Context: an optimization exercise on an open-source flow, tuned for small area, a short achievable clock period and few clock cycles per item. The choices shown serve that exercise and are no tape-out recipe.
Only simulation tests tie the RTL to the original design; equivalence was not proved.
No activity file was given, so power comes from the tool's default toggle rates.

--- flow/flow/run.sh ---
#!/bin/bash
# The standard layout, with plain buffers (which timing repair can resize)
# on the ports instead of the delay buffers buffer_ports picks by default.
set -euo pipefail
export BUFFER_PORTS_ARGS="-buffer_cell sky130_fd_sc_hd__buf_2"
bash standard.sh > standard_flow.log 2>&1
--- flow/standard.sh ---
#!/bin/bash
# synth_recipe.tcl (not shown) runs the flow's synth.tcl, then flattens the netlist and writes it again
# the make line also repeats each setting of config.mk as NAME=value (left out here)
make -C /OpenROAD-flow-scripts/flow DESIGN_CONFIG=/design/flow/config.mk WORK_HOME=/design/flow/orfs CLKGATE_MAP_FILE= SYNTH_SCRIPT=/design/flow/synth_recipe.tcl "${@:-finish}"
--- flow/config.mk ---
export PLATFORM = sky130hd
export DESIGN_NAME = axi_dcache
export DESIGN_NICKNAME = axi_dcache
export VERILOG_FILES = /design/flow/design.v
export SDC_FILE = /design/flow/constraint.sdc
export NUM_CORES = 4
export LEC_CHECK = 0
export CAP_MARGIN = 20
export CORE_MARGIN = 2
export CORE_UTILIZATION = 50
export CTS_CLUSTER_DIAMETER = 70
export CTS_CLUSTER_SIZE = 25
export PLACE_DENSITY = 0.65
export SETUP_SLACK_MARGIN = 2.0
export SLEW_MARGIN = 20
export TNS_END_PERCENT = 10
--- flow/constraint.sdc ---
create_clock -name core_clock -period 5.0 [get_ports {S_AXI_ACLK}]
set_input_delay 1.0000 -clock core_clock [delete_from_list [all_inputs] [get_ports {S_AXI_ACLK}]]
set_output_delay 1.0000 -clock core_clock [all_outputs]
set_load 0.01 [all_outputs]
--- flow/design.v ---
`default_nettype none
package dcache_pkg;
	localparam int ADDR_W = 32;
	localparam int DATA_W = 32;
	localparam int STRB_W = DATA_W / 8;
	localparam int BYTE_LSB = 2;
	localparam int LG_WORDS = 6;
	localparam int LG_LINE = 3;
	localparam int LG_LINES = LG_WORDS - LG_LINE;
	localparam int TAG_W = ADDR_W - LG_WORDS - BYTE_LSB;
	localparam int NAUX = 5;
	localparam int LINE_ARLEN = (1 << LG_LINE) - 1;
	localparam int UNCACHED_BIT = 31;
	localparam int RESP_ERR_BIT = 1;
	typedef enum logic [2:0] {
		OP_LW = 3'b000,
		OP_SW = 3'b001,
		OP_LH = 3'b100,
		OP_SH = 3'b101,
		OP_LB = 3'b110,
		OP_SB = 3'b111
	} mem_op_t;
	typedef enum logic [2:0] {
		REQ_NONE,
		REQ_CREAD,
		REQ_UREAD,
		REQ_WRITE,
		REQ_BAD
	} req_kind_t;
	typedef enum logic [1:0] {
		BUS_IDLE,
		BUS_WRITE,
		BUS_READ_SINGLE,
		BUS_READ_LINE
	} bus_state_t;
	function automatic logic [STRB_W-1:0] lane_strb(input mem_op_t op, input logic [BYTE_LSB-1:0] off);
		case (op[2:1])
		2'b10:   lane_strb = 4'b0011 << off;
		2'b11:   lane_strb = 4'b0001 << off;
		default: lane_strb = 4'b1111;
		endcase
	endfunction
	function automatic logic [DATA_W-1:0] lane_data(input mem_op_t op, input logic [DATA_W-1:0] d,
			input logic [BYTE_LSB-1:0] off);
		case (op[2:1])
		2'b10:   lane_data = {16'h0, d[15:0]} << {off, 3'b000};
		2'b11:   lane_data = {24'h0, d[7:0]} << {off, 3'b000};
		default: lane_data = d;
		endcase
	endfunction
	function automatic logic [2:0] op_axsize(input mem_op_t op);
		case (op[2:1])
		2'b10:   op_axsize = 3'd1;
		2'b11:   op_axsize = 3'd0;
		default: op_axsize = 3'd2;
		endcase
	endfunction
	function automatic logic [DATA_W-1:0] lane_extract(input mem_op_t op, input logic [DATA_W-1:0] w,
			input logic [BYTE_LSB-1:0] off);
		logic [DATA_W-1:0] shifted;
		shifted = w >> {off, 3'b000};
		case (op[2:1])
		2'b10:   lane_extract = {16'h0, shifted[15:0]};
		2'b11:   lane_extract = {24'h0, shifted[7:0]};
		default: lane_extract = shifted;
		endcase
	endfunction
endpackage
`default_nettype wire
`timescale 1ns/10ps
`default_nettype none
module axi_dcache (
	input	wire				S_AXI_ACLK,
	input	wire				S_AXI_ARESETN,
	input	wire				i_clear,
	input	wire				i_pipe_stb,
	input	wire dcache_pkg::mem_op_t	i_op,
	input	wire [dcache_pkg::ADDR_W-1:0]	i_addr,
	input	wire [dcache_pkg::DATA_W-1:0]	i_data,
	input	wire [dcache_pkg::NAUX-1:0]	i_oreg,
	output	wire				o_busy,
	output	wire				o_pipe_stalled,
	output	wire				o_valid,
	output	wire				o_err,
	output	wire [dcache_pkg::NAUX-1:0]	o_wreg,
	output	wire [dcache_pkg::DATA_W-1:0]	o_data,
	output	wire				M_AXI_AWVALID,
	input	wire				M_AXI_AWREADY,
	output	wire [dcache_pkg::ADDR_W-1:0]	M_AXI_AWADDR,
	output	wire [2:0]			M_AXI_AWSIZE,
	output	wire				M_AXI_WVALID,
	input	wire				M_AXI_WREADY,
	output	wire [dcache_pkg::DATA_W-1:0]	M_AXI_WDATA,
	output	wire [dcache_pkg::STRB_W-1:0]	M_AXI_WSTRB,
	input	wire				M_AXI_BVALID,
	input	wire [1:0]			M_AXI_BRESP,
	output	wire				M_AXI_ARVALID,
	input	wire				M_AXI_ARREADY,
	output	wire [dcache_pkg::ADDR_W-1:0]	M_AXI_ARADDR,
	output	wire [7:0]			M_AXI_ARLEN,
	output	wire [2:0]			M_AXI_ARSIZE,
	input	wire				M_AXI_RVALID,
	input	wire [dcache_pkg::DATA_W-1:0]	M_AXI_RDATA,
	input	wire				M_AXI_RLAST,
	input	wire [1:0]			M_AXI_RRESP
);
	logic	[7:0]		line_valid;
	logic	[22:0]		line_tag [0:7];
	logic	[31:0]		mem [0:63];
	logic	[31:0]		addr_q;
	logic	[2:0]		op_q;
	logic	[4:0]		oreg_q;
	logic	[31:0]		wdata_q;
	logic	[3:0]		strb_q;
	logic	[31:0]		held_q;		 
	logic			pres_q;		 
	logic			late_q;		 
	logic			free_q;		 
	logic			busy_q;
	logic			fin_valid_q;
	logic			fin_err_q;
	logic			fin_ok_q;
	logic			aw_q, w_q, ar_q;
	logic			st_q;		 
	logic			spec_q;		 
	logic			berr_q;		 
	logic			rd_q;		 
	logic	[2:0]		cnt_q;
	logic			fill_q;		 
	logic	[3:0]		wen_q;		 
	logic			restore_q;	 
	logic			rerr_q;
	logic	[2:0]		in_line;
	logic	[5:0]		in_word;
	logic			in_present;
	logic			in_bad;
	logic			in_store, in_uload, in_hit, in_read;
	logic			accept;
	logic			finish;
	logic			fin_valid_d, fin_err_d, fin_ok_d;
	logic			issue_w, issue_r;
	logic			st_ok;
	logic			r_end, r_bad, r_early;
	logic			fill_done;
	logic			fill_byp;
	assign r_end = rd_q && M_AXI_RVALID && M_AXI_RLAST;
	assign r_bad = rerr_q || M_AXI_RRESP[1];
	assign r_early = r_end && !late_q;
	assign fill_done = fill_q && M_AXI_RVALID && M_AXI_RLAST && !r_bad;
	assign fill_byp = fill_q && M_AXI_RVALID && (in_word == {addr_q[7:5], cnt_q});
	assign in_line = i_addr[7:5];
	assign in_word = i_addr[7:2];
	logic	[7:0]		tag_eq;
	logic	[7:0]		line_ok;
	logic	[63:0]		word_sel;
	logic	[31:0]		rd_word;
	always_comb
	begin
		for (int l = 0; l < 8; l++)
		begin
			tag_eq[l] = (line_tag[l] == i_addr[30:8]);
			line_ok[l] = line_valid[l] || (fill_done && addr_q[7:5] == 3'(l));
		end
	end
	assign in_present = !i_addr[31] && |(tag_eq & line_ok & (8'd1 << in_line));
	assign word_sel = 64'd1 << in_word;
	always_comb
	begin
		rd_word = '0;
		for (int w = 0; w < 64; w++)
			rd_word = rd_word | (mem[w] & {32{word_sel[w]}});
	end
	always_comb
	begin
		case (i_op[2:1])
		2'b10:   in_bad = (i_addr[1:0] == 2'd3);
		2'b11:   in_bad = 1'b0;
		default: in_bad = (i_addr[1:0] != 2'd0);
		endcase
	end
	assign in_store = !in_bad && i_op[0];
	assign in_uload = !in_bad && !i_op[0] && i_addr[31];
	assign in_hit = !in_bad && !i_op[0] && !i_addr[31] && in_present;
	assign in_read = !in_bad && !i_op[0] && (i_addr[31] || !in_present);
	assign st_ok = st_q && !spec_q && M_AXI_BVALID && !M_AXI_BRESP[1];
	assign finish = fin_valid_q || fin_err_q || fin_ok_q || st_ok || r_early;
	assign o_busy = busy_q && !finish;
	assign o_pipe_stalled = o_busy;
	assign accept = i_pipe_stb && !o_busy;
	assign issue_w = free_q && i_pipe_stb && in_store;
	assign issue_r = free_q && i_pipe_stb && in_uload;
	assign o_valid = fin_valid_q || (r_early && !r_bad);
	assign o_err = fin_err_q || (r_early && r_bad);
	assign o_wreg = oreg_q;
	assign o_data = dcache_pkg::lane_extract(dcache_pkg::mem_op_t'(op_q), held_q, addr_q[1:0]);
	always_ff @(posedge S_AXI_ACLK)
	begin
		if (!o_busy)
		begin
			addr_q <= i_addr;
			op_q <= i_op;
			oreg_q <= i_oreg;
			wdata_q <= dcache_pkg::lane_data(i_op, i_data, i_addr[1:0]);
			strb_q <= dcache_pkg::lane_strb(i_op, i_addr[1:0]);
			pres_q <= in_present;
			late_q <= i_addr[31] || (i_addr[4:2] == 3'd7);
		end
	end
	logic	[31:0]	h_word;
	assign h_word = (!o_busy && !fill_byp) ? rd_word : M_AXI_RDATA;
	always_ff @(posedge S_AXI_ACLK)
	begin
		if (!o_busy || (rd_q && M_AXI_RVALID && (addr_q[31] || cnt_q == addr_q[4:2])))
			held_q <= h_word;
	end
	assign fin_valid_d = (accept && in_hit) || (r_end && late_q && !r_bad);
	assign fin_err_d = (accept && in_bad) || berr_q || (r_end && late_q && r_bad);
	assign fin_ok_d = st_q && spec_q && M_AXI_BVALID && !M_AXI_BRESP[1];
	always_ff @(posedge S_AXI_ACLK)
	begin
		if (!S_AXI_ARESETN)
		begin
			free_q <= 1'b0;
			busy_q <= 1'b0;
			fin_valid_q <= 1'b0;
			fin_err_q <= 1'b0;
			fin_ok_q <= 1'b0;
			aw_q <= 1'b0;
			w_q <= 1'b0;
			ar_q <= 1'b0;
			st_q <= 1'b0;
			spec_q <= 1'b0;
			berr_q <= 1'b0;
			rd_q <= 1'b0;
			fill_q <= 1'b0;
			wen_q <= 4'h0;
			restore_q <= 1'b0;
		end
		else
		begin
			busy_q <= i_pipe_stb || o_busy;
			free_q <= !(i_pipe_stb || o_busy) || fin_valid_d || fin_err_d || fin_ok_d;
			fin_valid_q <= fin_valid_d;
			fin_err_q <= fin_err_d;
			fin_ok_q <= fin_ok_d;
			if (accept && in_store)
			begin
				aw_q <= !(issue_w && M_AXI_AWREADY);
				w_q <= !(issue_w && M_AXI_WREADY);
				st_q <= 1'b1;
			end
			else
			begin
				if (M_AXI_AWREADY)
					aw_q <= 1'b0;
				if (M_AXI_WREADY)
					w_q <= 1'b0;
				if (M_AXI_BVALID)
					st_q <= 1'b0;
			end
			spec_q <= accept && in_store;
			berr_q <= st_q && M_AXI_BVALID && M_AXI_BRESP[1];
			if (accept && in_read)
			begin
				ar_q <= !(issue_r && M_AXI_ARREADY);
				rd_q <= 1'b1;
				fill_q <= !i_addr[31];
			end
			else
			begin
				if (M_AXI_ARREADY)
					ar_q <= 1'b0;
				if (M_AXI_RVALID && M_AXI_RLAST)
				begin
					rd_q <= 1'b0;
					fill_q <= 1'b0;
				end
			end
			if (accept && in_store && in_present)
				wen_q <= dcache_pkg::lane_strb(i_op, i_addr[1:0]);
			else if (st_q && M_AXI_BVALID && M_AXI_BRESP[1] && pres_q)
				wen_q <= strb_q;
			else
				wen_q <= 4'h0;
			restore_q <= st_q && M_AXI_BVALID && M_AXI_BRESP[1] && pres_q;
		end
	end
	always_ff @(posedge S_AXI_ACLK)
	begin
		if (!o_busy)
		begin
			cnt_q <= '0;
			rerr_q <= 1'b0;
		end
		else if (rd_q && M_AXI_RVALID)
		begin
			cnt_q <= cnt_q + 1'b1;
			if (M_AXI_RRESP[1])
				rerr_q <= 1'b1;
		end
	end
	always_ff @(posedge S_AXI_ACLK)
	begin
		if (!S_AXI_ARESETN)
			line_valid <= '0;
		else if (i_clear)
			line_valid <= '0;
		else if (fill_q)
			line_valid[addr_q[7:5]] <= fill_done;
	end
	always_ff @(posedge S_AXI_ACLK)
	begin
		if (fill_q)
			line_tag[addr_q[7:5]] <= addr_q[30:8];
	end
	logic	[5:0]	wr_idx;
	logic	[31:0]	wr_val;
	logic	[3:0]	wr_strb;
	always_comb
	begin
		if (fill_q)
		begin
			wr_idx = {addr_q[7:5], cnt_q};
			wr_val = M_AXI_RDATA;
			wr_strb = 4'hf;
		end
		else
		begin
			wr_idx = addr_q[7:2];
			wr_val = restore_q ? held_q : wdata_q;
			wr_strb = wen_q;
		end
	end
	always_ff @(posedge S_AXI_ACLK)
	begin
		for (int k = 0; k < 4; k++)
		begin
			if (wr_strb[k])
				mem[wr_idx][8*k +: 8] <= wr_val[8*k +: 8];
		end
	end
	assign M_AXI_AWVALID = aw_q || issue_w;
	assign M_AXI_WVALID = w_q || issue_w;
	assign M_AXI_ARVALID = ar_q || issue_r;
	logic	[31:0]	a_mux;
	assign a_mux = (aw_q || ar_q) ? addr_q : i_addr;
	assign M_AXI_AWADDR = a_mux;
	assign M_AXI_AWSIZE = dcache_pkg::op_axsize(aw_q ? dcache_pkg::mem_op_t'(op_q) : i_op);
	assign M_AXI_WDATA = w_q ? wdata_q : dcache_pkg::lane_data(i_op, i_data, i_addr[1:0]);
	assign M_AXI_WSTRB = w_q ? strb_q : dcache_pkg::lane_strb(i_op, i_addr[1:0]);
	assign M_AXI_ARADDR = {a_mux[31:5], ar_q ? (addr_q[4:0] & {5{addr_q[31]}}) : i_addr[4:0]};
	assign M_AXI_ARLEN = ar_q ? {5'b0, {3{!addr_q[31]}}} : 8'd0;
	assign M_AXI_ARSIZE = ar_q ? (addr_q[31] ? dcache_pkg::op_axsize(dcache_pkg::mem_op_t'(op_q)) : 3'd2)
		: dcache_pkg::op_axsize(i_op);
endmodule
`default_nettype wire
==> results.cfg, run 1 <==
[cells_and_area]
final_cell_mix = edfxtp_1 (2341), a22oi_1 (972), buf_4 (517)
n_fill_cell = 13482
drive_above_1_share = 0.238
area_growth_pct = 16.9
fin_nets = 6293
final_cells = 8618
final_cell_area_um2 = 106000
fin_util = 0.587
final_common_cell = edfxtp_1

[routing]
drc = 0
dr_total_vias = 61329
first_iter_violations = 12271
via_per_inst = 7.12
dr.pass1.iters = 7
drtAntennaViolNets = 0
wl_per_cell_um = 42.6
wl_mm = 367

[synth]
syn-cell-area_um2 = 90700
synth_seq_cells = 2371
ys_async_sr_fraction = 0
ys_warn_count = 1
ys_seq_area_frac = 0.782
synth_cell_types = 65
synth_top_cell_by_area = edfxtp_1
syn_area_per_cell_um2 = 16.5
synth_ff_type = edfxtp_1
ys_top_cells_by_area = edfxtp_1 (78%), a22oi_1 (8.1%), nor2_1 (1.8%)
synthCells = 5491
synth_top_area_frac = 0.775
synth-edff-count = 2341

[hold_path]
min_from = i_oreg[0]
min_to = oreg_q[0]
hold-path-cell-count = 1
hp-class = in2reg

[global_route]
grt_max_degree = 65
grtUsageTotal = 0.389
antenna_found_initial = 13
grt-ovfl-total = 0
grt.met3_usage = 0.167
grtUsageMet2 = 0.554
grt_pass1_wl_mm = 485
busiest_layer = met2
grt_pass1_vias = 56518
grtUsageMet1 = 0.496

[critical_path]
cp_max_fo = 23
path_class = reg2reg
rr_startpoint = fill_q
r2r-end = mem[31][25]
reg2reg_setup_slack_ps = 1630
cp.arrival_ps = 3830
end_kind = flop
required_ps = 5450
reg2reg_depth = 5
start_kind = flop

[timing]
fin_hold_ws_ps = 329
rsz0062_at_grt = yes
slew_violations = 0
fin_worst_skew_ps = 54.2
period_share = 0.675
relSlewSlack = 0.102
min_period_ps = 3370
worstMarginPinSlew_ps = 1340
hold_violations = 0
setup_tns_ps = 0
setup_violations = 0
fmax_mhz = 296

[power_and_ir_drop]
max-vdd-ir-drop_uv = 292
cellLeakagePower_uw = 0.0339
power_per_cell_area_nw_per_um2 = 353

[clock_tree]
numCtsBuffers = 120
ctsRootBufferMaster = clkbuf_16
clk_latency_ps = 850
clockBufferDepth = 3
cts_tree = yes
clock-sinks = 2371
clk_pin_slew_ps = 100
h-tree-depth = 3

[die]
die_w_um = 430
rows = 156
core_um2 = 181000
dieArea_um2 = 185000
start_util = 0.502
io_pins = 276
die_h_um = 430

[place]
place_congestion = 0.997
place_inst = 8224
io_buffers = 266
post_dp_cell_area_um2 = 98500
dp_hpwl_mm = 237

[job]
drv_cap = 0

[status]
outcome = complete, no violations
## repair_timing
action | 4_1_cts | 5_1_grt
setup buffers | 150 | 31
hold endpoints to repair | 0 | 0
pin swaps | 60 | 12
setup endpoints to repair | 2204 | 1781
gates resized for setup | 302 | 91
gates cloned | 8 | 1
hold buffers | 0 | 0
## how the worst max path moves through the flow
stage	from	endpoint	slack [ps]	depth (start not counted)
2_1_floorplan	M_AXI_BVALID	o_pipe_stalled	230	4
3_3_place_gp	i_addr[7]	held_q[4]	460	9
3_5_place_dp	i_addr[7]	held_q[4]	510	9
4_1_cts	i_addr[0]	M_AXI_WDATA[16]	1650	8
5_1_grt	i_addr[0]	ar_q	1590	21
6_report	fill_q	mem[31][25]	1630	5
## state kept, by name, summed over array words and instances, names as in the netlist, 2 cells and up
register,flops
line_tag,184
held_q,32
oreg_q,5
strb_q,4
line_valid,8
op_q,2
addr_q,32
mem,2048
cnt_q,3
wen_q,4
wdata_q,32
## power by group
| part | total, uW | internal [uW] | switching (uW) |
|---|---|---|---|
| clock | 11700 | 5010 | 6650 |
| combinational | 3180 | 948 | 2230 |
| sequential | 22600 | 22400 | 212 |
| total | 37400 | 28300 | 9090 |
## kinds of logic after synthesis
kind of cell / count (synthesis) / share of synthesized area
mux: 127 / 0.0150
compound gates: 1227 / 0.101
simple gates: 1179 / 0.0636
fa+ha+maj: 7 / 0.000966
other cells: 1 / 0.0000414
buf+inv: 384 / 0.0187
xor+xnor: 195 / 0.0188
flops: 2371 / 0.782
## area by class of cell
cell class	instances	area [um2]	share of cell area
flip-flops and latches	2371	70900	0.669
multi-input cells	2745	20200	0.190
repair buffers	899	7900	0.0745
clock buffers	135	3120	0.0295
well taps	2370	2970	0.0280
clock inverters	57	757	0.00714
inverters	31	131	0.00124
diodes	10	25.0	0.000236
## synthesized netlist by cell type (all sizes together), types with 7 or more instances
cell and number:
a211oi 9, a21oi 44, a221oi 34, a22o 34, a22oi 982, a31oi 8
and2 29, and3 7, and4 29, buf 119, clkbuf 234, dfxtp 30
edfxtp 2341, ha 7, inv 30, mux2 69, mux2i 58, nand2 247
nand2b 8, nand3 48, nand3b 9, nand4 235, nand4b 9, nor2 436
nor2b 14, nor3 28, nor4 55, o21ai 48, o22ai 16, o32a 28
or3b 7, xnor2 183, xor2 12
## metrics by stage
| step | worst slack [ps] | power, uW |
|---|---|---|
| after floorplan | 231 | 24100 |
| after global placement | 461 | 25500 |
| after detailed placement | 512 | 25600 |
| after CTS | 1650 | 37100 |
| after global routing | 1590 | 38000 |
| final | 1630 | 37400 |
## layer usage
| layer | up-vias | part of all wire |
|---|---|---|
| met2 | 6089 | 0.42 |
| li1 | 23381 | - |
| met5 | - | 0.00054 |
| met4 | 26 | 0.076 |
| met1 | 30515 | 0.33 |
| met3 | 1318 | 0.17 |
## critical path, cell delays in order, from the launching register on
cell,delay [ps]
dfxtp_4,520
mux2i_1,280
nor2_1,400
nand2_4,450
buf_4,390
nor2_2,880
Testbench counts, summed over its fixed seeds: cycles 32,576, requests 12,000.
==> inputs of run 2 (changes only) <==
--- a/flow/config.mk
+++ b/flow/config.mk
@@ -12,5 +12,5 @@
 export CTS_CLUSTER_SIZE = 25
 export PLACE_DENSITY = 0.65
-export SETUP_SLACK_MARGIN = 2.0
+export SETUP_SLACK_MARGIN = 1.7
 export SLEW_MARGIN = 20
 export TNS_END_PERCENT = 10
==> results.cfg, run 2 <==
[synth]
synthSimpleGateAreaFrac = 0.0636
synth_seq_cells = 2371
synthCells = 5491
synth_compound_area_frac = 0.101
synthAdderAreaFrac = 0.000966
synth_mux_area_frac = 0.0150
syn-cell-area_um2 = 90700
ys_warn_count = 1
netlist_top_cells_count = edfxtp_1 (2341), a22oi_1 (982), nor2_1 (436)
yosysMostFrequentCell = edfxtp_1
synth-edff-count = 2341
synth_top_cell_by_area = edfxtp_1
syn_area_per_cell_um2 = 16.5
synth_cell_types = 65
ys_seq_area_frac = 0.782
synth_top_family_by_area = compound AO/OA/AOI/OAI gates
synth_ff_type = edfxtp_1
ys_async_sr_fraction = 0
synth-xor-area-share = 0.0188
synth_top_area_frac = 0.775
ys_top_cells_by_area = edfxtp_1 (78%), a22oi_1 (8.1%), nor2_1 (1.8%)

[cells_and_area]
max_flop_register = mem
final_cells = 8504
drive_above_1_share = 0.205
n_fill_cell = 13602
area_growth_pct = 14.0
largest_reg_flops = 2048
fin_nets = 6178
final_cell_mix = edfxtp_1 (2341), a22oi_1 (982), buf_4 (451)
final_common_cell = edfxtp_1

[routing]
drtAntennaViolNets = 0
first_iter_violations = 12711
wl_per_cell_um = 41.7
wl_mm = 355
via_per_inst = 7.13
dr_total_vias = 60646
dr.pass1.iters = 7
drc = 0

[die]
rows = 156
die_h_um = 430
core_um2 = 181000
dieArea_um2 = 185000
die_w_um = 430
start_util = 0.502
io_pins = 276

[timing]
setup_tns_ps = 0
relSlewSlack = 0.0931
period_share = 0.724
rsz0062_at_grt = yes
hold_violations = 0
slew_violations = 0
worstMarginPinSlew_ps = 1320
setup_violations = 0
fmax_mhz = 276
fin_worst_skew_ps = 45.9
min_period_ps = 3620

[critical_path]
path_class = reg2reg
end_kind = flop
cp_max_fo = 9
cp.arrival_ps = 4140
required_ps = 5520
start_kind = flop
reg2reg_setup_slack_ps = 1380

[global_route]
antenna_found_initial = 19
grt_max_degree = 65
grt-ovfl-total = 0
grtUsageTotal = 0.376
grt_pass1_wl_mm = 471
grt_pass1_vias = 55286

[clock_tree]
postCtsHoldBufs = 0
numCtsBuffers = 121
ctsRootBufferMaster = clkbuf_16
clk_latency_ps = 830
clockBufferDepth = 3
cts_tree = yes
clock-sinks = 2371
h-tree-depth = 3
clk_pin_slew_ps = 90

[place]
io_buffers = 266
place_inst = 8229
place_congestion = 0.980
dp_hpwl_mm = 234

[power_and_ir_drop]
cellLeakagePower_uw = 0.0327
total_power_uw = 36900
max-vdd-ir-drop_uv = 391
power_per_cell_area_nw_per_um2 = 357

[job]
drv_cap = 0

[hold_path]
hp-class = in2reg

[status]
outcome = complete, no violations
-- run 2: cell counts after synthesis --
No cell type changed its count.
-- run 2: kinds of logic (layout without fill, tap and decap cells) --
| kind of cell | count (synthesis) | after routing |
|---|---|---|
| XOR/XNOR | 195 | 195 |
| buffers and inverters | 384 | 1004 |
| other | 1 | 19 |
| AO/OA/AOI/OAI | 1227 | 1228 |
| AND/OR/NAND/NOR | 1179 | 1183 |
| multiplexers | 127 | 127 |
| flip-flops | 2371 | 2371 |
| adder cells (fa/ha/maj) | 7 | 7 |
-- run 2: routing by layer --
layer | global-route usage | part of all wire
met2 | 0.545 | 0.42
met4 | 0.185 | 0.064
met1 | 0.491 | 0.33
met3 | 0.154 | 0.18
met5 | 0 | 0.00051
-- run 2: worst paths after layout --
| kind | from | end | cells past startpoint |
|---|---|---|---|
| min | i_oreg[1] | oreg_q[1] | 1 |
| max reg2reg | addr_q[7] | mem[5][24] | 5 |
| max | addr_q[7] | mem[5][24] | 5 |
| min reg2reg | line_valid[5] | line_valid[5] | 2 |
-- run 2: critical path, cell delays in order, from the launching register on --
cell      delay (ps)
edfxtp_1         480
buf_4            240
nor3_4           940
nand2_1          430
nor2_1           900
buf_4            310
-- run 2: metrics by stage --
stage | util | setup WS, ps | area, um2 | hold slack, ps
2_1_floorplan | - | 231 | 90800 | 436
3_3_place_gp | 0.544 | 189 | 98300 | 449
5_1_grt | 0.572 | 1520 | 103000 | 371
3_5_place_dp | 0.545 | 144 | 98400 | 455
6_report | 0.573 | 1380 | 103000 | 370
4_1_cts | 0.568 | 1470 | 103000 | 343
-- run 2: final cells by class --
cell class	count	area [um2]	share of cell area
diodes	12	30.0	0.000290
clock buffers	131	3080	0.0298
clock inverters	61	754	0.00730
inverters	31	124	0.00120
multi-input cells	2747	19500	0.188
flip-flops and latches	2371	70900	0.686
well taps	2370	2970	0.0287
repair buffers	781	6040	0.0584
-- run 2: power by group --
group	total [uW]	internal (uW)	leakage, uW	switching [uW]
sequential	22600	22400	0.0215	267
clock	11500	4870	0.00186	6610
combinational	2730	687	0.00932	2050
total	36900	27900	0.0327	8920
-- run 2: what timing repair did --
action                                  CTS  global route
gates resized for setup                  46            52
pin swaps                                 9            19
gates cloned                              3             3
buffers inserted                         25            36
endpoints found under the setup margin  868           702
==> inputs of run 3 (changes only) <==
--- a/flow/design.v
+++ b/flow/design.v
@@ -314,29 +314,26 @@
 			line_tag[addr_q[7:5]] <= addr_q[30:8];
 	end
-	logic	[5:0]	wr_idx;
+	logic	[7:0]	lsel_q;
+	logic	[7:0]	wsel_q;
 	logic	[31:0]	wr_val;
-	logic	[3:0]	wr_strb;
-	always_comb
+	logic	[3:0]	wr_byte;
+	always_ff @(posedge S_AXI_ACLK)
 	begin
-		if (fill_q)
-		begin
-			wr_idx = {addr_q[7:5], cnt_q};
-			wr_val = M_AXI_RDATA;
-			wr_strb = 4'hf;
-		end
-		else
+		if (!o_busy)
 		begin
-			wr_idx = addr_q[7:2];
-			wr_val = restore_q ? held_q : wdata_q;
-			wr_strb = wen_q;
+			lsel_q <= 8'd1 << i_addr[7:5];
+			wsel_q <= (!i_op[0] && !i_addr[31]) ? 8'd1 : (8'd1 << i_addr[4:2]);
 		end
+		else if (fill_q && M_AXI_RVALID)
+			wsel_q <= {wsel_q[6:0], wsel_q[7]};
 	end
+	assign wr_val = fill_q ? M_AXI_RDATA : (restore_q ? held_q : wdata_q);
+	assign wr_byte = {4{fill_q}} | wen_q;
 	always_ff @(posedge S_AXI_ACLK)
 	begin
-		for (int k = 0; k < 4; k++)
-		begin
-			if (wr_strb[k])
-				mem[wr_idx][8*k +: 8] <= wr_val[8*k +: 8];
-		end
+		for (int w = 0; w < 64; w++)
+			for (int k = 0; k < 4; k++)
+				if (lsel_q[w / 8] && wsel_q[w % 8] && wr_byte[k])
+					mem[w][8*k +: 8] <= wr_val[8*k +: 8];
 	end
 	assign M_AXI_AWVALID = aw_q || issue_w;
--- a/flow/config.mk
+++ b/flow/config.mk
@@ -8,9 +8,8 @@
 export CAP_MARGIN = 20
 export CORE_MARGIN = 2
-export CORE_UTILIZATION = 50
+export CORE_UTILIZATION = 55
 export CTS_CLUSTER_DIAMETER = 70
 export CTS_CLUSTER_SIZE = 25
-export PLACE_DENSITY = 0.65
-export SETUP_SLACK_MARGIN = 1.7
+export PLACE_DENSITY = 0.68
+export SETUP_SLACK_MARGIN = 1.8
 export SLEW_MARGIN = 20
-export TNS_END_PERCENT = 10
==> results.cfg, run 3 <==
[global_route]
grt_pass1_wl_mm = 482
antenna_found_initial = 16
grt_max_degree = 65
grt_pass1_vias = 56172
grt-ovfl-total = 0
grtUsageTotal = 0.427

[cells_and_area]
fin_nets = 6216
n_fill_cell = 11742
drive_above_1_share = 0.211
largest_reg_flops = 2048
final_common_cell = edfxtp_1
area_growth_pct = 14.5
final_cell_mix = edfxtp_1 (2357), a22oi_1 (971), buf_4 (393)
max_flop_register = mem

[synth]
synthCells = 5562
synth_top_cell_by_area = edfxtp_1
yosysMostFrequentCell = edfxtp_1
ys_top_cells_by_area = edfxtp_1 (78%), a22oi_1 (8.0%), nor2_1 (1.9%)
synthSimpleGateAreaFrac = 0.0635
synth-xor-area-share = 0.0187
ys_warn_count = 2
synth-edff-count = 2357
synth_cell_types = 65
synth_top_family_by_area = compound AO/OA/AOI/OAI gates
synthAdderAreaFrac = 0.000960
synth_top_area_frac = 0.775
synth_compound_area_frac = 0.100
syn-cell-area_um2 = 91300
synth_ff_type = edfxtp_1
ys_seq_area_frac = 0.782
ys_async_sr_fraction = 0
synth_mux_area_frac = 0.0151
synth_seq_cells = 2387
netlist_top_cells_count = edfxtp_1 (2357), a22oi_1 (978), nor2_1 (450)
syn_area_per_cell_um2 = 16.4

[timing]
hold_violations = 0
slew_violations = 0
fmax_mhz = 297
period_share = 0.673
worstMarginPinSlew_ps = 1290
fin_worst_skew_ps = 50.3
min_period_ps = 3360
relSlewSlack = 0.115
setup_violations = 0
rsz0062_at_grt = yes
fin_hold_ws_ps = 383
final.setup.worst_slack_ps = 1640

[routing]
via_per_inst = 7.31
first_iter_violations = 12599
wl_per_cell_um = 43.6
dr_total_vias = 61092
dr.pass1.iters = 7
wl_mm = 365
drc = 0
drtAntennaViolNets = 0

[status]
outcome = complete, no violations

[die]
dieArea_um2 = 169000
io_pins = 276
rows = 149
start_util = 0.554
die_h_um = 411
die_w_um = 411
core_um2 = 165000

[place]
place_congestion = 1.00
dp_hpwl_mm = 234
dp_slack_ps = 633
io_buffers = 266

[power_and_ir_drop]
power_per_cell_area_nw_per_um2 = 363
max-vdd-ir-drop_uv = 384
cellLeakagePower_uw = 0.0330

[clock_tree]
h-tree-depth = 4
ctsRootBufferMaster = clkbuf_16
cts_tree = yes
clock-sinks = 2387
clk_pin_slew_ps = 90
numCtsBuffers = 133
clockBufferDepth = 3
clk_latency_ps = 810
postCtsHoldBufs = 0

[hold_path]
hp-class = in2reg

[critical_path]
required_ps = 4000
start_kind = input pin
cp.arrival_ps = 2360
end_kind = primary output
cp_max_fo = 5
path_class = in2out

[job]
drv_cap = 0
==> run 3: where the power goes <==
part,internal [uW],switching (uW)
Combinational,730,2110
Sequential,22600,337
Clock,5430,6720
==> run 3: what timing repair did <==
item | 4_1_cts | 5_1_grt
setup endpoints to repair | 302 | 274
pin swaps | 26 | 20
cloned | 9 | 0
resized for setup | 107 | 53
setup buffers | 86 | 24
==> run 3: kinds of logic (layout without fill, tap and decap cells) <==
kind of cell	Yosys count	in the layout
flip-flops	2387	2387
AO/OA/AOI/OAI	1227	1229
AND/OR/NAND/NOR	1212	1216
buffers and inverters	404	995
XOR/XNOR	195	195
multiplexers	129	129
adder cells (fa/ha/maj)	7	7
other	1	16
==> run 3: routing by layer <==
metal,vias to the layer above,global-route usage,share of wire
li1,23306,-,-
met1,30322,0.560,0.33
met2,6130,0.607,0.42
met3,1324,0.145,0.16
met4,10,0.286,0.086
met5,-,0,0.00028
==> run 3: through the flow <==
stage / power (uW) / utilization / TNS, ps / std cells / instance area (um2)
2_1_floorplan: 24400 / - / -3380 / 5568 / 91500
3_3_place_gp: 25800 / 0.595 / 0 / 8011 / 98000
3_5_place_dp: 25900 / 0.596 / 0 / 8021 / 98200
4_1_cts: 37600 / 0.631 / 0 / 8325 / 104000
5_1_grt: 38500 / 0.634 / 0 / 8356 / 105000
6_report: 37900 / 0.634 / 0 / 8363 / 105000
==> run 3: path summary, 6_finish.rpt <==
check,cells past startpoint,end,slack [ps],start
max reg2reg,5,mem[9][24],1880,fill_q
min reg2reg,2,line_valid[5],460,line_valid[5]
max,6,M_AXI_WSTRB[2],1640,i_addr[1]
min,1,oreg_q[2],380,i_oreg[2]
==> run 3: layout make-up <==
cell class	count	area (um2)	share of cell area
Clock buffer	154	3600	0.0344
Clock inverter	55	577	0.00552
Multi-Input combinational cell	2783	19900	0.190
Antenna cell	9	22.5	0.000215
Timing Repair Buffer	747	6140	0.0587
Timing Repair inverter	1	5.00	0.0000479
Sequential cell	2387	71400	0.683
Inverter	38	161	0.00154
Tap cell	2189	2740	0.0262
==> run 3: worst max-delay path: stages <==
cell and delay (ps):
buf_12 90, clkinvlp_4 170, and3_4 260, or3b_4 410, mux2_4 300, buf_6 130
Testbench counts of run 3, summed over its fixed seeds: cycles 32,576, requests 12,000.
==> inputs of run 4 (changes only) <==
--- a/flow/config.mk
+++ b/flow/config.mk
@@ -12,4 +12,5 @@
 export CTS_CLUSTER_SIZE = 25
 export PLACE_DENSITY = 0.68
-export SETUP_SLACK_MARGIN = 1.8
+export SETUP_SLACK_MARGIN = 1.7
 export SLEW_MARGIN = 20
+export TNS_END_PERCENT = 10
==> results.cfg, run 4 <==
[synth]
synth_top_area_frac = 0.775
synth_top_cell_by_area = edfxtp_1
ys_seq_area_frac = 0.782
synth_ff_type = edfxtp_1
syn-cell-area_um2 = 91300
synth-edff-count = 2357
synthCells = 5562
ys_async_sr_fraction = 0
yosysMostFrequentCell = edfxtp_1
ys_top_cells_by_area = edfxtp_1 (78%), a22oi_1 (8.0%), nor2_1 (1.9%)
netlist_top_cells_count = edfxtp_1 (2357), a22oi_1 (978), nor2_1 (450)
synth_seq_cells = 2387
synth_cell_types = 65
ys_warn_count = 2
syn_area_per_cell_um2 = 16.4

[critical_path]
required_ps = 5640
end_kind = flop
path_class = in2reg
cp_max_fo = 15
reg2reg_depth = 3
reg2reg_setup_slack_ps = 1780
start_kind = input pin
r2r-end = mem[62][15]
cp.arrival_ps = 4200
rr_startpoint = restore_q

[power_and_ir_drop]
max-vdd-ir-drop_uv = 411
total_power_uw = 37600
cellLeakagePower_uw = 0.0325
power_per_cell_area_nw_per_um2 = 364

[timing]
setup_tns_ps = 0
fmax_mhz = 281
period_share = 0.711
hold_violations = 0
setup_violations = 0
rsz0062_at_grt = yes
slew_violations = 0
relSlewSlack = 0.0850
min_period_ps = 3560
fin_worst_skew_ps = 59.4
worstMarginPinSlew_ps = 1330

[clock_tree]
numCtsBuffers = 130
cts_tree = yes
postCtsHoldBufs = 0
clockBufferDepth = 3
clk_pin_slew_ps = 100
clock-sinks = 2387
clk_latency_ps = 830
h-tree-depth = 4
ctsRootBufferMaster = clkbuf_16

[global_route]
antenna_found_initial = 8
grtUsageTotal = 0.424
grt-ovfl-total = 0
grt_max_degree = 70
grt_pass1_wl_mm = 478
grt_pass1_vias = 55924

[job]
drv_cap = 0

[routing]
drc = 0
wl_per_cell_um = 43.6
dr.pass1.iters = 13
drtAntennaViolNets = 0
first_iter_violations = 13429
via_per_inst = 7.40
wl_mm = 362
dr_total_vias = 61526

[cells_and_area]
n_fill_cell = 11872
fin_nets = 6162
regArea_um2 = 71400
final_common_cell = edfxtp_1
multi_input_area_um2 = 19700
final_cell_mix = edfxtp_1 (2357), a22oi_1 (978), buf_4 (382)
drive_above_1_share = 0.199
largest_reg_flops = 2048
max_flop_register = mem
area_growth_pct = 13.2

[place]
place_congestion = 1.06
dp_hpwl_mm = 234
io_buffers = 266

[die]
dieArea_um2 = 169000
die_w_um = 411
io_pins = 276
rows = 149
die_h_um = 411
core_um2 = 165000
start_util = 0.554

[hold_path]
min_from = i_oreg[1]
hp-class = in2reg
min_to = oreg_q[1]
hold-path-cell-count = 1

[status]
outcome = complete, no violations
[run 4: cell counts after synthesis]
Identical to the previous run, type by type.
[run 4: critical path, cell delays in order]
cell	delay [ps]
buf_2	180
nand3b_1	450
buf_12	310
nor2_4	790
buf_12	300
a22oi_1	230
nand4_1	410
nor2_1	70
nand3_1	80
o32a_1	300
[run 4: worst max-delay path by stage]
stage | start | endpoint | slack (ps) | depth (start not counted)
floorplan | M_AXI_BVALID | o_pipe_stalled | -360 | 6
CTS | st_q | o_pipe_stalled | 1530 | 5
global route | i_addr[7] | held_q[0] | 1620 | 10
finish | i_addr[7] | held_q[0] | 1440 | 10
detailed placement | i_addr[3] | held_q[9] | 490 | 10
global placement | i_addr[3] | held_q[9] | 500 | 10
[run 4: cell families (layout without fill, tap and decap cells)]
logic type      after synthesis  in the layout  synth area share
flops                      2387           2387             0.782
compound gates             1227           1227             0.100
simple gates               1212           1214            0.0635
buf+inv                     404            936            0.0194
xor+xnor                    195            195            0.0187
mux                         129            129            0.0151
fa+ha+maj                     7              7          0.000960
other cells                   1             25         0.0000411
[run 4: layer usage]
layer	up-vias	part of all wire	track usage
met5	-	0.00071	0.00678
met2	6564	0.41	0.591
li1	23169	-	-
met3	1534	0.17	0.185
met4	10	0.091	0.291
met1	30249	0.32	0.535
[run 4: where the power goes]
group | total, uW | switching, uW | internal [uW]
Clock | 11900 | 6630 | 5250
Combinational | 2740 | 2060 | 681
Sequential | 22900 | 343 | 22600
[run 4: through the flow]
| step | std cells | hold slack [ps] | cell area, um2 | utilization | setup slack, ps |
|---|---|---|---|---|---|
| after floorplan | 5568 | 431 | 91400 | - | -359 |
| after global placement | 8033 | 447 | 98000 | 0.595 | 505 |
| after detailed placement | 8041 | 449 | 98200 | 0.596 | 486 |
| after CTS | 8249 | 353 | 102000 | 0.621 | 1530 |
| after global routing | 8291 | 349 | 103000 | 0.627 | 1620 |
| final | 8309 | 359 | 103000 | 0.627 | 1440 |
[run 4: layout make-up]
type,count,area share
well taps,2189,0.0265
inverters,38,0.00145
multi-input cells,2779,0.190
repair buffers,701,0.0516
diodes,18,0.000436
flip-flops and latches,2387,0.691
clock inverters,56,0.00615
clock buffers,141,0.0327
[run 4: what timing repair did]
action                                  4_1_cts  5_1_grt
buffers inserted                             10       34
resized for setup                            29       53
pin swaps                                     3       10
gates cloned                                  1        1
endpoints found under the setup margin      152      127
==> inputs of run 5 (changes only) <==
--- a/flow/config.mk
+++ b/flow/config.mk
@@ -8,9 +8,9 @@
 export CAP_MARGIN = 20
 export CORE_MARGIN = 2
-export CORE_UTILIZATION = 55
+export CORE_UTILIZATION = 50
 export CTS_CLUSTER_DIAMETER = 70
 export CTS_CLUSTER_SIZE = 25
-export PLACE_DENSITY = 0.68
-export SETUP_SLACK_MARGIN = 1.7
+export PLACE_DENSITY = 0.65
+export SETUP_SLACK_MARGIN = 2.0
 export SLEW_MARGIN = 20
 export TNS_END_PERCENT = 10
==> results.cfg, run 5 <==
[status]
outcome = complete, no violations

[synth]
ys_warn_count = 2
synth_seq_cells = 2387
syn-cell-area_um2 = 91300
syn_area_per_cell_um2 = 16.4
synth-edff-count = 2357
synth_top_area_frac = 0.775
synth_cell_types = 65
netlist_top_cells_count = edfxtp_1 (2357), a22oi_1 (978), nor2_1 (450)
ys_seq_area_frac = 0.782
ys_async_sr_fraction = 0
synthCells = 5562
synth_top_cell_by_area = edfxtp_1
synth_ff_type = edfxtp_1
yosysMostFrequentCell = edfxtp_1
ys_top_cells_by_area = edfxtp_1 (78%), a22oi_1 (8.0%), nor2_1 (1.9%)

[routing]
drc = 0
first_iter_violations = 12995
wl_mm = 368
wl_per_cell_um = 42.9
drtAntennaViolNets = 0
dr_total_vias = 61570
dr.pass1.iters = 7
via_per_inst = 7.18

[critical_path]
cp.arrival_ps = 2440
cp_max_fo = 2
crit_path_end = o_data[15]
startpoint = held_q[15]
rr_startpoint = addr_q[5]
end_kind = primary output
r2r-end = wen_q[0]
start_kind = flop
path_class = reg2out
reg2reg_setup_slack_ps = 1880
reg2reg_depth = 9
required_ps = 4000

[power_and_ir_drop]
max-vdd-ir-drop_uv = 274
p_sw_frac = 0.242
total_power_uw = 38400
power_per_cell_area_nw_per_um2 = 365
cellLeakagePower_uw = 0.0333
power.share.sequential = 0.598
p_sw_uw = 9290
clkPwrFrac = 0.328
p_int_uw = 29100
combPwrFrac = 0.075

[timing]
slew_violations = 0
hold_violations = 0
relSlewSlack = 0.151
fmax_mhz = 290
min_period_ps = 3440
period_share = 0.689
worstMarginPinSlew_ps = 1240
setup_tns_ps = 0
setup_violations = 0
rsz0062_at_grt = yes
fin_worst_skew_ps = 54.0
final.setup.worst_slack_ps = 1560

[cells_and_area]
final_cell_area_um2 = 105000
final_cell_mix = edfxtp_1 (2357), a22oi_1 (974), buf_4 (409)
max_flop_register = mem
largest_reg_flops = 2048
drive_above_1_share = 0.215
final_common_cell = edfxtp_1
area_growth_pct = 15.4
fin_nets = 6240

[job]
drv_cap = 0

[die]
core_um2 = 181000
io_pins = 276
dieArea_um2 = 186000
rows = 156
die_w_um = 431
start_util = 0.504
die_h_um = 431

[place]
io_buffers = 266
dp_hpwl_mm = 235
dp_slack_ps = 283
place_congestion = 1.02
post_dp_cell_area_um2 = 98600

[global_route]
grt_max_degree = 65
grtUsageTotal = 0.388
grt_pass1_vias = 55950
grt-ovfl-total = 0
antenna_found_initial = 16
grt_pass1_wl_mm = 483

[clock_tree]
h-tree-depth = 4
cts_tree = yes
clk_pin_slew_ps = 90
clock-sinks = 2387
clk_latency_ps = 880
ctsRootBufferMaster = clkbuf_16
numCtsBuffers = 134
clockBufferDepth = 3

[hold_path]
hold-path-cell-count = 1
hp-class = in2reg
[run 5: cell counts after synthesis]
No cell type changed its count.
[run 5: cells by family after synthesis]
| family | count (synthesis) | share of synthesized area |
|---|---|---|
| flops | 2387 | 0.782 |
| compound gates | 1227 | 0.100 |
| buf+inv | 404 | 0.0194 |
| mux | 129 | 0.0151 |
| fa+ha+maj | 7 | 0.000960 |
| xor+xnor | 195 | 0.0187 |
| other cells | 1 | 0.0000411 |
| simple gates | 1212 | 0.0635 |
[run 5: repair_timing]
item,in CTS,in global routing
pin swaps,8,36
setup buffers,51,73
cloned,3,6
hold buffers,0,0
setup endpoints to repair,184,328
gates resized for setup,69,104
[run 5: per-layer routing]
layer / vias up / global-route usage / wire length, um / share of wire
li1: 23350 / - / - / -
met1: 30623 / 0.493 / 121000 / 0.33
met2: 6167 / 0.558 / 156000 / 0.42
met3: 1422 / 0.135 / 58600 / 0.16
met4: 8 / 0.274 / 32800 / 0.089
met5: - / 0.000260 / 56 / 0.00015
[run 5: worst min path at each step]
stage / start / to / slack [ps]
2_1_floorplan: line_valid[5] / line_valid[5] / 430
3_3_place_gp: line_valid[5] / line_valid[5] / 450
3_5_place_dp: line_valid[5] / line_valid[5] / 460
4_1_cts: i_oreg[4] / oreg_q[4] / 310
5_1_grt: i_oreg[2] / oreg_q[2] / 320
6_report: i_oreg[4] / oreg_q[4] / 320
[run 5: power by group through the flow]
stage / Combinational [uW] / Sequential, uW / Clock, uW
after floorplan: 1240 / 23200 / 0
after global placement: 2430 / 23400 / 0
after detailed placement: 2490 / 23400 / 0
after CTS: 2580 / 22900 / 12500
after global routing: 2890 / 23000 / 13100
final: 2880 / 23000 / 12600
[run 5: critical path: stages, from the launching register on]
cell	delay [ps]
edfxtp_1	780
mux2i_4	190
nor2_1	170
a21oi_1	80
a21oi_1	210
buf_2	170
[run 5: area by class of cell]
type / instances / area, um2
diodes: 14 / 35.0
clock buffers: 145 / 3500
inverters: 38 / 156
repair buffers: 775 / 6550
flip-flops and latches: 2387 / 71400
clock inverters: 66 / 857
well taps: 2370 / 2970
fillers: 13597 / 75800
repair inverters: 1 / 5.00
multi-input cells: 2778 / 19900
[run 5: per-stage QoR]
| step | hold slack (ps) | utilization | instances |
|---|---|---|---|
| 5_1_grt | 321 | 0.582 | 8562 |
| 2_1_floorplan | 431 | - | 5568 |
| 6_report | 320 | 0.582 | 8574 |
| 4_1_cts | 308 | 0.573 | 8476 |
| 3_3_place_gp | 449 | 0.543 | 8198 |
| 3_5_place_dp | 458 | 0.544 | 8211 |

## static timing again, ports no longer ideal
No port has a modelled driver above. Below, the same layouts with a new extraction and two added sets of constraints. Step 1: set_driving_cell puts a clkbuf_16 on S_AXI_ACLK and a buf_2 on each other input, an assumption about the parent block. Step 2, shift: input delay + t, output delay - t, t = (earliest + latest rising clock arrival at the registers) / 2. This alone moves slack from input paths to output paths. a / b / c = ideal ports / drivers / drivers and shift; a / b = the first two.
run | shift t [ns] | setup WS [ns] | worst setup path after step 2
run 1 | 0.919 | 1.627 / 1.544 / 0.778 | input to register
run 2 | 0.909 | 1.379 / 1.379 / 0.587 | input to register
run 3 | 0.867 | 1.636 / 1.568 / 0.885 | input to register
run 4 | 0.883 | 1.444 / 1.502 / 0.619 | input to register
run 5 | 0.940 | 1.555 / 1.464 / 0.803 | input to register
After both steps setup and hold are still met in every run listed. For run 1, which loses most, drivers alone change the setup slack by -0.083 ns; drivers and shift together by -0.849 ns.
